Source: an optimization exercise on an open RTL-to-GDS flow (aim: small area, a short achievable clock period and few clock cycles per item). Production flows keep margins and buffers that such runs may drop.
Where RTL was checked, it was by simulation tests only, not by an equivalence proof against the original.
The RTL of run 2 was laid out without a check of its function.
Power is estimated from default activity; no workload was simulated.

$ cat design/flow/config.mk
export PLATFORM = sky130hd
export DESIGN_NAME = instr_fetch_unit
export DESIGN_NICKNAME = instr_fetch_unit
export VERILOG_FILES = /design/flow/design.v
export SDC_FILE = /design/flow/constraint.sdc
export NUM_CORES = 4
export LEC_CHECK = 0
export CAP_MARGIN = 20
export CORE_MARGIN = 2
export CORE_UTILIZATION = 40
export SLEW_MARGIN = 20
$ cat design/flow/constraint.sdc
create_clock -name core_clock -period 5.5 [get_ports {clk}]
set_input_delay 1.1000 -clock core_clock [delete_from_list [all_inputs] [get_ports {clk}]]
set_output_delay 1.1000 -clock core_clock [all_outputs]
set_load 0.01 [all_outputs]
$ cat design/flow/design.v
package instr_fetch_unit_pkg;
  localparam logic [5:0] OP_RTYPE = 6'd0;
  localparam logic [5:0] OP_J     = 6'd2;
  localparam logic [5:0] OP_BEQ   = 6'd4;
  localparam logic [5:0] OP_BNE   = 6'd5;
  localparam logic [5:0] OP_LW    = 6'd35;
  localparam logic [5:0] OP_SW    = 6'd43;
  localparam logic [31:0] HALT_WORD = 32'hFFFF_FFFF;
  typedef enum logic [2:0] {
    ST_IDLE  = 3'd0,
    ST_FETCH = 3'd1,
    ST_ISSUE = 3'd2,
    ST_WAIT  = 3'd3,
    ST_HALT  = 3'd4
  } fetch_state_t;
endpackage
module next_pc_logic
(
  input  logic [31:0] pc,
  input  logic [31:0] instrword,
  input  logic        aluzero,
  output logic [31:0] next_pc
);
  logic [31:0] pc4;
  logic [31:0] br_off;
  logic [5:0]  opcode;
  assign pc4    = pc + 32'd4;
  assign opcode = instrword[31:26];
  assign br_off = {{14{instrword[15]}}, instrword[15:0], 2'b00};
  always_comb begin
    next_pc = pc4;
    case (opcode)
      instr_fetch_unit_pkg::OP_BEQ:  if (aluzero)  next_pc = pc4 + br_off;
      instr_fetch_unit_pkg::OP_BNE:  if (!aluzero) next_pc = pc4 + br_off;
      instr_fetch_unit_pkg::OP_J:    next_pc = {pc4[31:28], instrword[25:0], 2'b00};
      default: next_pc = pc4;
    endcase
  end
endmodule
module instr_fetch_unit
#(
  parameter int          IMEM_DEPTH   = 128,
  parameter logic [31:0] RESET_PC     = 32'h0000_0000,
  parameter int          WAIT_TIMEOUT = 16
) (
  input  logic                  clk,
  input  logic                  rst,
  input  logic                  run,
  input  logic                  imem_we,
  input  logic [6:0]            imem_waddr,
  input  logic [31:0]           imem_wdata,
  output logic [31:0]           instrword,
  output logic                  newinstr,
  input  logic                  instrdone,
  input  logic                  aluzero,
  output logic [31:0]           pc,
  output logic                  halted,
  output logic                  fault
);
  logic [31:0] imem [IMEM_DEPTH];
  logic        busy_q;             
  logic [31:2] pc_q;
  logic [31:0] instrword_q;
  logic [31:0] fall_q;             
  logic [6:0]  raddr_q;
  logic        newinstr_q;
  logic        halted_q, fault_q;
  logic [4:0]  wait_cnt_q;
  always_ff @(posedge clk) begin
    if (imem_we) imem[imem_waddr] <= imem_wdata;
  end
  logic [31:0] rdata;
  assign rdata = imem[raddr_q];
  logic [5:0]  opcode;
  logic        is_j, is_beq, is_bne, is_halt;
  assign opcode  = instrword_q[31:26];
  assign is_j    = (opcode == instr_fetch_unit_pkg::OP_J);
  assign is_beq  = (opcode == instr_fetch_unit_pkg::OP_BEQ);
  assign is_bne  = (opcode == instr_fetch_unit_pkg::OP_BNE);
  assign is_halt = (instrword_q == instr_fetch_unit_pkg::HALT_WORD);
  logic [31:2] pc4, br_tgt, taken_pc;
  logic [6:0]  tgt_addr;
  assign pc4      = {22'd0, {1'b0, pc_q[8:2]} + 8'd1};
  assign br_tgt   = pc4 + {{14{instrword_q[15]}}, instrword_q[15:0]};
  assign taken_pc = is_j ? {4'd0, instrword_q[25:0]} : br_tgt;
  assign tgt_addr = is_j ? instrword_q[6:0] : raddr_q + instrword_q[6:0];
  logic taken;
  assign taken = is_j | (is_beq & aluzero) | (is_bne & ~aluzero);
  logic        fall_oor, taken_oor, next_oor;
  assign fall_oor  = &pc_q[8:2];
  assign taken_oor = |taken_pc[31:9];
  assign next_oor  = taken ? taken_oor : fall_oor;
  logic [6:0] fall_addr;
  assign fall_addr = pc_q[8:2] + 7'd1;
  always_ff @(posedge clk) begin
    if (rst) begin
      busy_q     <= 1'b0;
      pc_q       <= RESET_PC[31:2];
      raddr_q    <= RESET_PC[8:2];
      newinstr_q <= 1'b0;
      halted_q   <= 1'b0;
      fault_q    <= 1'b0;
      wait_cnt_q <= '0;
    end else begin
      newinstr_q <= 1'b0;
      if (!halted_q) begin
        if (!busy_q) begin
          if (|pc_q[31:9]) begin
            halted_q <= 1'b1;
            fault_q  <= 1'b1;
          end else if (run) begin
            busy_q      <= 1'b1;
            newinstr_q  <= 1'b1;
            instrword_q <= rdata;
            raddr_q     <= raddr_q + 7'd1;
            wait_cnt_q  <= '0;
          end
        end else begin
          wait_cnt_q <= wait_cnt_q + 5'd1;
          if (newinstr_q) begin
            fall_q  <= rdata;
            raddr_q <= tgt_addr;
          end
          if (instrdone) begin
            if (is_halt) begin
              halted_q <= 1'b1;
            end else begin
              pc_q <= taken ? taken_pc : pc4;
              if (run && !next_oor) begin
                newinstr_q  <= 1'b1;
                instrword_q <= taken ? rdata : fall_q;
                raddr_q     <= taken ? raddr_q + 7'd1 : fall_addr + 7'd1;
                wait_cnt_q  <= '0;
              end else begin
                busy_q  <= 1'b0;
                raddr_q <= taken ? raddr_q : fall_addr;
              end
            end
          end else if (wait_cnt_q[4]) begin
            halted_q <= 1'b1;
            fault_q  <= 1'b1;
          end
        end
      end
    end
  end
  assign instrword = instrword_q;
  assign newinstr  = newinstr_q;
  assign pc        = {pc_q, 2'b00};
  assign halted    = halted_q;
  assign fault     = fault_q;
endmodule
$ cat design/flow/run.sh
#!/bin/bash
# synth_recipe.tcl (not shown) runs the flow's synth.tcl, then flattens the netlist and writes it again
# the make line also repeats each setting of config.mk as NAME=value (left out here)
make -C /OpenROAD-flow-scripts/flow DESIGN_CONFIG=/design/flow/config.mk WORK_HOME=/design/flow/orfs CLKGATE_MAP_FILE= SYNTH_SCRIPT=/design/flow/synth_recipe.tcl finish
==> results of run 1 <==
[critical path, stage by stage, from the launching register on]
cell	delay [ns]
dfxtp_1	0.54
ha_1	0.26
nand3_1	0.15
xnor2_1	0.51
ha_1	0.40
a21oi_1	0.26
o21ai_0	0.24
or3_1	0.42
a2111oi_0	0.61
a211oi_1	0.21
nor3_1	0.56
mux2_2	0.41
o221a_2	0.25
o32ai_1	0.32
[flip-flops by register name (all words and copies together) (netlist names), named ones only]
| name | cells |
|---|---|
| busy_q | 1 |
| fall_q | 32 |
| fault_q | 1 |
| halted_q | 1 |
| imem | 4096 |
| instrword_q | 32 |
| newinstr_q | 1 |
| pc_q | 27 |
| raddr_q | 7 |
| wait_cnt_q | 5 |
[layout by cell type, fill, tap and decap left out, types with 6 or more instances in the layout]
master,Yosys,final
nand2_1,63,60
mux2_2,65,65
clkbuf_1,213,81
bufinv_16,0,33
diode_2,0,27
clkdlybuf4s50_1,0,76
ha_1,21,21
inv_6,0,11
edfxtp_1,4160,4160
nor2_1,180,60
inv_1,17,17
dfxtp_4,0,6
nand3_1,36,32
dfxtp_1,50,43
clkbuf_16,0,415
nand4_1,14,14
clkinv_1,0,110
nor2b_1,9,9
nor4_1,8,8
xnor2_1,19,19
xor2_1,12,12
nor3_2,1,10
buf_12,0,76
nor2_4,0,119
a211oi_1,26,26
o211ai_1,6,6
inv_16,0,6
o21ai_0,22,22
buf_4,5,309
nor3_1,40,30
mux4_2,1344,1344
clkinv_2,0,76
a21oi_1,37,37
[area by class of cell]
type | instances | area [µm²]
fill | 32600 | 217000
sequential | 4210 | 126000
multi-input combinational | 1992 | 35300
clock buffer | 496 | 10700
tap | 5405 | 6760
timing repair buffer | 466 | 4700
clock inverter | 250 | 2210
antenna | 27 | 67.6
inverter | 17 | 63.8
[final timing paths]
| path | startpoint | end | cells past startpoint |
|---|---|---|---|
| worst max-delay path | pc_q[2] | flop | 13 |
| worst min-delay path | pc_q[13] | pc_q[13] | 2 |
| worst max register to register | pc_q[2] | flop | 13 |
| worst min register to register | pc_q[13] | pc_q[13] | 2 |
[per-layer routing]
| layer | share of wire [%] | vias to the layer above | routed length (µm) | global-route usage (%) |
|---|---|---|---|---|
| li1 | - | 29700 | - | - |
| met1 | 41 | 42000 | 177000 | 30.3 |
| met2 | 48 | 3625 | 209000 | 33.7 |
| met3 | 8.8 | 568 | 38200 | 3.74 |
| met4 | 2.3 | 28 | 9840 | 4.95 |
| met5 | 0.042 | - | 184 | 0 |
[per-stage QoR]
stage	total power, mW	util, %	cell area, µm²	setup slack [ns]
after floorplan	46.9	-	162000	0.410
after global placement	54.4	42.9	173000	0.550
after detailed placement	54.5	42.9	173000	0.591
after CTS	81.6	46.1	186000	0.543
after global routing	83.4	46.1	186000	0.161
final	81.1	46.1	186000	0.231
[cells by family after synthesis]
family | synth area share, %
buffers and inverters | 0.928
AOI/OAI and AO/OA | 0.604
DFF | 77.9
xor gates and xnor gates | 0.168
muxes | 19.2
and+or+nand+nor | 1.07
adders and majority gates | 0.187
other | 0.00232
[power breakdown]
group	switching [mW]	internal [mW]	leakage, nW	total [mW]
Sequential	0.680	35.7	37.8	36.4
Clock	12.0	15.4	6.32	27.3
Combinational	9.55	7.76	11.1	17.3
Total	22.2	58.9	55.3	81.1
==> results.tsv, run 1 <==
metric	value	unit
status	complete, no violations	
layout cell share with drive strength beyond 1	33.8	%
P_leak	55.3	nW
Skew-Pair Late Insertion Delay	0.98	ns
Finished Layout Cells	12900	
TritonCTS clock tree	built	
Hold Violations, Final	0	
Routed WL per cell	33.8	µm
initial antenna violation count	53	
via/cell ratio	5.90	
PwrDens	436	nW/µm²
deepest clock path buffer count	4	
I/O Buffers	109	
Core ar.	403000	µm²
worst hold path type	flop to flop	
total grt overflow	0	
CP endpoint kind	flop	
endpoints failing setup	0	
num rows	233	
Data required, critical path	6.35	ns
Setup CP Type	flop to flop	
IO Pins	112	
Worst-path clk slew	0.07	ns
Post-synth EDFFs	4160	
Yosys top cell by area	edfxtp_1	
Synth async-reset ratio	0	%
Fmax	190	MHz
Avg Cell Area, Syn	24.6	µm²
TritonCTS Sinks	4210	
sequential fraction of the synthesis area	77.9	%
Initial Util	40.2	%
placed cells	12100	
WL final	434	mm
setup slack, reg-to-reg	0.23	ns
DRT iter0 DRCs	10500	
vias	75900	
Mapped Area	162000	µm²
distinct cell type count after synthesis	63	
DPL Wire Length	256	mm
count leader, synth	edfxtp_1	
H-tree depth	5	
Remaining DRCs	0	
CP arrival	6.12	ns
number of global-route vias before repair	75700	
largest net degree at the start of global routing	129	
CTS buffer count	410	
root buffer cell	clkbuf_16	
Worst Max-Slew Pin Slew	1.17	ns
DRT antenna net count	0	
worst hold slack	0.480	ns
Area Growth Syn to Fin	14.8	%
final estimated routing congestion in global placement	0.887	
RSZ-0062 raised after global routing	false	
Die Wd	640	µm
DIE AREA	409000	µm²
Worst Skew	0.0502	ns
relative slew slack	22.2	%
first drt pass iteration count	8	
NumNets Final	7165	
Final TNS setup	0	ns
GRT Resource Usage Total	21.1	%
Yosys top cell area share	77.2	%
worst vdd ir	264	µV
Seq cells post-synth	4210	
startpoint types	flop	
post-CTS setup buffer count	0	
Synth area leaders	edfxtp_1 77%, mux4_2 19%, dfxtp_1 0.62%	
fin crit period	5.27	ns
Top FF cell, synth	edfxtp_1	
post-cts gate resize count	0	
Yosys warning total	1	
Slew Limit Fails	0	
hold buffer count at CTS	0	
global-route wire length before repair	604	mm
CP max FO	10	
Max Cap Viol	0	
top post-synthesis cells by count	4160 x edfxtp_1, 1344 x mux4_2, 213 x clkbuf_1	
crit share post-route	95.8	%
Die Ht	640	µm
Mapped Cells	6571	
Testbench counts, summed over its fixed seeds: cycles 47,671, items 12,000.
==> run 2: changes to the inputs <==
--- a/design/flow/design.v
+++ b/design/flow/design.v
@@ -60,2 +60,3 @@
   logic [31:0] imem [IMEM_DEPTH];
+  logic [31:0] imem_d [IMEM_DEPTH];
   logic        busy_q;             
@@ -68,7 +69,49 @@
   logic [4:0]  wait_cnt_q;
+  logic        taken_oor_q;        
+  logic [IMEM_DEPTH-1:0] wsel, whold;
+  always_comb begin
+    wsel = '0;
+    wsel[imem_waddr] = imem_we;
+    whold = ~wsel;
+  end
+  for (genvar w = 0; w < IMEM_DEPTH; w++) begin : g_word
+    for (genvar b = 0; b < 32; b++) begin : g_bit
+      ifu_mem_cell u_cell (
+        .q    (imem[w][b]),
+        .hold (whold[w]),
+        .wd   (imem_wdata[b]),
+        .we   (wsel[w]),
+        .d    (imem_d[w][b])
+      );
+    end
+  end
   always_ff @(posedge clk) begin
-    if (imem_we) imem[imem_waddr] <= imem_wdata;
+    for (int w = 0; w < IMEM_DEPTH; w++) imem[w] <= imem_d[w];
+  end
+  localparam int NG = (IMEM_DEPTH + 2) / 3;
+  logic [3*NG-1:0] rsel;
+  always_comb begin
+    rsel = '0;
+    rsel[raddr_q] = 1'b1;
   end
   logic [31:0] rdata;
-  assign rdata = imem[raddr_q];
+  for (genvar b = 0; b < 32; b++) begin : g_rbit
+    logic [NG-1:0] part_n;
+    for (genvar g = 0; g < NG; g++) begin : g_grp
+      if (3*g + 2 < IMEM_DEPTH) begin : g_3
+        ifu_rd3 u_rd (
+          .s   (rsel[3*g+2:3*g]),
+          .d   ({imem[3*g+2][b], imem[3*g+1][b], imem[3*g][b]}),
+          .y_n (part_n[g])
+        );
+      end else begin : g_2
+        ifu_rd2 u_rd (
+          .s   (rsel[3*g+1:3*g]),
+          .d   ({imem[3*g+1][b], imem[3*g][b]}),
+          .y_n (part_n[g])
+        );
+      end
+    end
+    assign rdata[b] = ~&part_n;
+  end
   logic [5:0]  opcode;
@@ -91,3 +134,3 @@
   assign taken_oor = |taken_pc[31:9];
-  assign next_oor  = taken ? taken_oor : fall_oor;
+  assign next_oor  = taken ? taken_oor_q : fall_oor;
   logic [6:0] fall_addr;
@@ -120,4 +163,5 @@
           if (newinstr_q) begin
-            fall_q  <= rdata;
-            raddr_q <= tgt_addr;
+            fall_q      <= rdata;
+            raddr_q     <= tgt_addr;
+            taken_oor_q <= taken_oor;
           end
@@ -152 +196,24 @@
 endmodule
+module ifu_mem_cell (
+  input  logic q,
+  input  logic hold,
+  input  logic wd,
+  input  logic we,
+  output logic d
+);
+  assign d = (q & hold) | (wd & we);
+endmodule
+module ifu_rd3 (
+  input  logic [2:0] s,
+  input  logic [2:0] d,
+  output logic       y_n
+);
+  assign y_n = ~|(s & d);
+endmodule
+module ifu_rd2 (
+  input  logic [1:0] s,
+  input  logic [1:0] d,
+  output logic       y_n
+);
+  assign y_n = ~|(s & d);
+endmodule
--- a/design/flow/config.mk
+++ b/design/flow/config.mk
@@ -7,5 +7,8 @@
 export LEC_CHECK = 0
+export ABC_CLOCK_PERIOD_IN_PS = 2500
 export CAP_MARGIN = 20
 export CORE_MARGIN = 2
-export CORE_UTILIZATION = 40
+export CORE_UTILIZATION = 60
+export SETUP_SLACK_MARGIN = 2.8
 export SLEW_MARGIN = 20
+export SYNTH_HIERARCHICAL = 1
==> run 2 against run 1 <==
Against the previous run: the layout now fails its checks (capacitance limit, slew limit); clock power grew 7%; largest power group unchanged; non-clock buffer count grew 962; sequential power is essentially flat; critical path depth grew 3; register-to-register slack is essentially flat; global-route usage grew 31 points; core utilization grew 31 points.
==> results.tsv, run 2 <==
metric	value	unit
RSZ-0062 raised after global routing	true	
startpoint types	flop	
Final Util	76.8	%
fin crit period	5.28	ns
Yosys top cell area share	57.9	%
Synth async-reset ratio	0	%
top post-synthesis cells by count	4139 x dfxtp_1, 4097 x a22o_1, 1344 x a222oi_1	
largest reg by FF count	imem	
crit path max-delay cell type	a222oi_1	
Area Growth Syn to Fin	27.5	%
commonest non-fill, non-tap cell in the layout	dfxtp_1	
Avg Cell Area, Syn	12.8	µm²
Remaining DRCs	0	
Yosys warning total	10	
Die Ht	492	µm
CP arrival	6.04	ns
TritonCTS Sinks	4204	
top flop regs	imem (4096), fall_q (32), instrword_q (32)	
TritonCTS clock tree	built	
largest net degree at the start of global routing	129	
Yosys top cell by area	dfxtp_1	
Final TNS setup	0	ns
CP max FO	14	
Mapped Area	143000	µm²
Seq cells post-synth	4204	
crit share post-route	96.0	%
initial antenna violation count	23	
GRT Resource Usage Total	51.7	%
Synth area leaders	dfxtp_1 58%, a22o_1 25%, a222oi_1 9.4%	
CP delay by family, top	simple AND/OR/NAND/NOR gates	
Max Cap Viol	1	
num rows	179	
number of global-route vias before repair	126000	
Most common cell on crit path	buf_4	
DPL Wire Length	361	mm
Worst Max-Slew Pin Slew	2.23	ns
final estimated routing congestion in global placement	1.05	
root buffer cell	clkbuf_16	
slowest stage delay, CP	1.68	ns
Worst Skew	0.0586	ns
NumNets Final	13200	
Post-synth EDFFs	65	
I/O Buffers	109	
status	complete, but fails checks	
global-route wire length before repair	926	mm
max FFs per register	4096	
first drt pass iteration count	17	
P_leak	70.3	nW
Skew-Pair Late Insertion Delay	1.04	ns
Initial Util	60.3	%
DRT antenna net count	0	
Routed WL per cell	40.1	µm
Multi-input gate area	62600	µm²
Fmax	189	MHz
CTS buffer count	417	
relative slew slack	-48.8	%
Mapped Cells	11200	
DRT iter0 DRCs	29100	
fill cell count	14800	
Top FF cell, synth	dfxtp_1	
Die Wd	492	µm
IO Pins	112	
H-tree depth	5	
Core ar.	237000	µm²
commonest non-fill, non-tap cells in the layout	4105 x dfxtp_1, 4097 x a22o_1, 1344 x a222oi_1	
Sequential Area	84900	µm²
distinct cell type count after synthesis	76	
PwrDens	438	nW/µm²
Bufs and invs on worst path	6	
count leader, synth	dfxtp_1	
fraction of power consumed by sequential logic	45.7	%
worst hold path type	flop to flop	
vias	136000	
DIE AREA	242000	µm²
layout cell share with drive strength beyond 1	22.2	%
Slew Limit Fails	37	
deepest clock path buffer count	4	
Data required, critical path	6.26	ns
Clk network pwr share	36.6	%
Worst-path clk slew	0.07	ns
Setup CP Type	flop to flop	
total grt overflow	0	
sequential fraction of the synthesis area	59.3	%
CP endpoint kind	flop	
Cell Chain, Critical Path	buf_12 > or4_4 > nor3_4 > nor3b_4 > buf_4 > buf_8 > nand2_8 > buf_12 > buf_4 > nor2_4 > a222oi_1 > nand4_1 > nor4_2 > buf_4 > nand3_2 > mux2_4	
via/cell ratio	8.15	
endpoints failing setup	0	
P_int	57.7	mW
WL final	667	mm
SO Viols	capacitance limit, slew limit	
sw frac	27.9	%
worst hold slack	0.475	ns
hold buffer count at CTS	0	
Hold Violations, Final	0	
Logic pwr share	17.7	%
switching power total	22.3	mW
worst vdd ir	418	µV
==> run 2: per-stage QoR <==
| step | instance area [µm²] | total power, mW | cells | worst slack [ns] |
|---|---|---|---|---|
| 6_report | 182000 | 79.9 | 16600 | 0.222 |
| 3_5_place_dp | 155000 | 46.4 | 15000 | 0.361 |
| 5_1_grt | 182000 | 81.3 | 16600 | 0.399 |
| 2_1_floorplan | 146000 | 42.4 | 11200 | 1.73 |
| 3_3_place_gp | 155000 | 45.9 | 15000 | 0.349 |
| 4_1_cts | 179000 | 78.2 | 16500 | 1.23 |
==> run 2: cell families (layout without fill, tap and decap cells) <==
family,count (synthesis),count (layout),synth area share (%)
compound gates,5620,5620,35.5
flops,4204,4204,59.3
simple gates,1069,1172,3.82
buf+inv,216,2364,0.601
xor+xnor,47,47,0.288
mux,36,36,0.280
fa+ha+maj,25,25,0.229
other cells,1,14,0.00262
==> run 2: modules after synthesis (local to each module, per instance) <==
module / cells / cell area [µm²] / flops+latches / times used
ifu_mem_cell: 1 / 8.76 / 0 / 4096
ifu_rd2: 1 / 12.5 / 0 / 32
instr_fetch_unit: 5746 / 93300 / 4204 / 1
ifu_rd3: 1 / 10.0 / 0 / 1344
==> run 2: metal layers <==
metal,GRT usage [%],share of wire [%],routed length (µm),vias up
met5,1.04,0.11,753,-
li1,-,-,-,53300
met3,21.4,17,110000,3131
met2,71.4,40,265000,12800
met4,43.6,11,72300,24
met1,62.3,33,219000,66500
==> run 2: final timing paths <==
kind | to | startpoint | slack (ns) | depth (start not counted)
hold / removal | pc_q[11] | pc_q[11] | 0.47 | 2
setup / recovery | instrword_q[27] | raddr_q[2] | 0.22 | 16
hold reg to reg | pc_q[11] | pc_q[11] | 0.47 | 2
setup reg to reg | instrword_q[27] | raddr_q[2] | 0.22 | 16
==> run 2: layout make-up <==
type / count / share of cell area (%)
timing repair inverter: 59 / 0.243
timing repair buffer: 1428 / 8.53
clock inverter: 141 / 0.977
clock buffer: 590 / 6.63
antenna: 12 / 0.0165
inverter: 146 / 0.510
sequential: 4204 / 46.6
multi-input combinational: 6902 / 34.4
tap: 3167 / 2.17
==> run 2: worst reg2reg max path, delay by kind of cell (launching register included) <==
| family | cells | cell delay [ns] |
|---|---|---|
| simple gates | 8 | 1.82 |
| mux | 1 | 0.26 |
| compound gates | 1 | 1.68 |
| flops | 1 | 0.37 |
| buf+inv | 6 | 0.92 |
==> run 2: power by group through the flow <==
stage                     Combinational, mW  Clock, mW  Sequential, mW
after floorplan                        5.99          0            36.4
after global placement                 9.07          0            36.9
after detailed placement               9.33          0            37.1
after CTS                              12.8       29.0            36.4
after global routing                   14.2       30.3            36.8
final                                  14.1       29.3            36.6
==> run 2: timing repair <==
| action | CTS | global route |
|---|---|---|
| pin swaps | 420 | 167 |
| gates resized for setup | 995 | 315 |
| setup endpoints to repair | 4295 | 3949 |
| buffers inserted | 557 | 148 |
| cloned | 176 | 21 |

port drivers added, routing unchanged:
The results above use ideal ports. As a check the final layouts listed here were re-extracted and re-timed, cells and wires unchanged.
Step 1 assumes that a clkbuf_16 drives the clock port and a buf_2 every other input.
Step 2 also shifts input and output timing later by t, the mid clock arrival at the registers, as if the neighbouring blocks saw the same clock.
a / b / c = ideal / step 1 / step 2; a / b = the first two.
run | t (ns) | setup WS [ns] | worst setup path at the end | clock arrival spread, ns
run 1 | 1.065 | 0.231 / 0.231 / 0.231 | register to register | 0.057 / 0.056
run 2 | 1.120 | 0.222 / 0.222 / 0.222 | register to register | 0.078 / 0.078
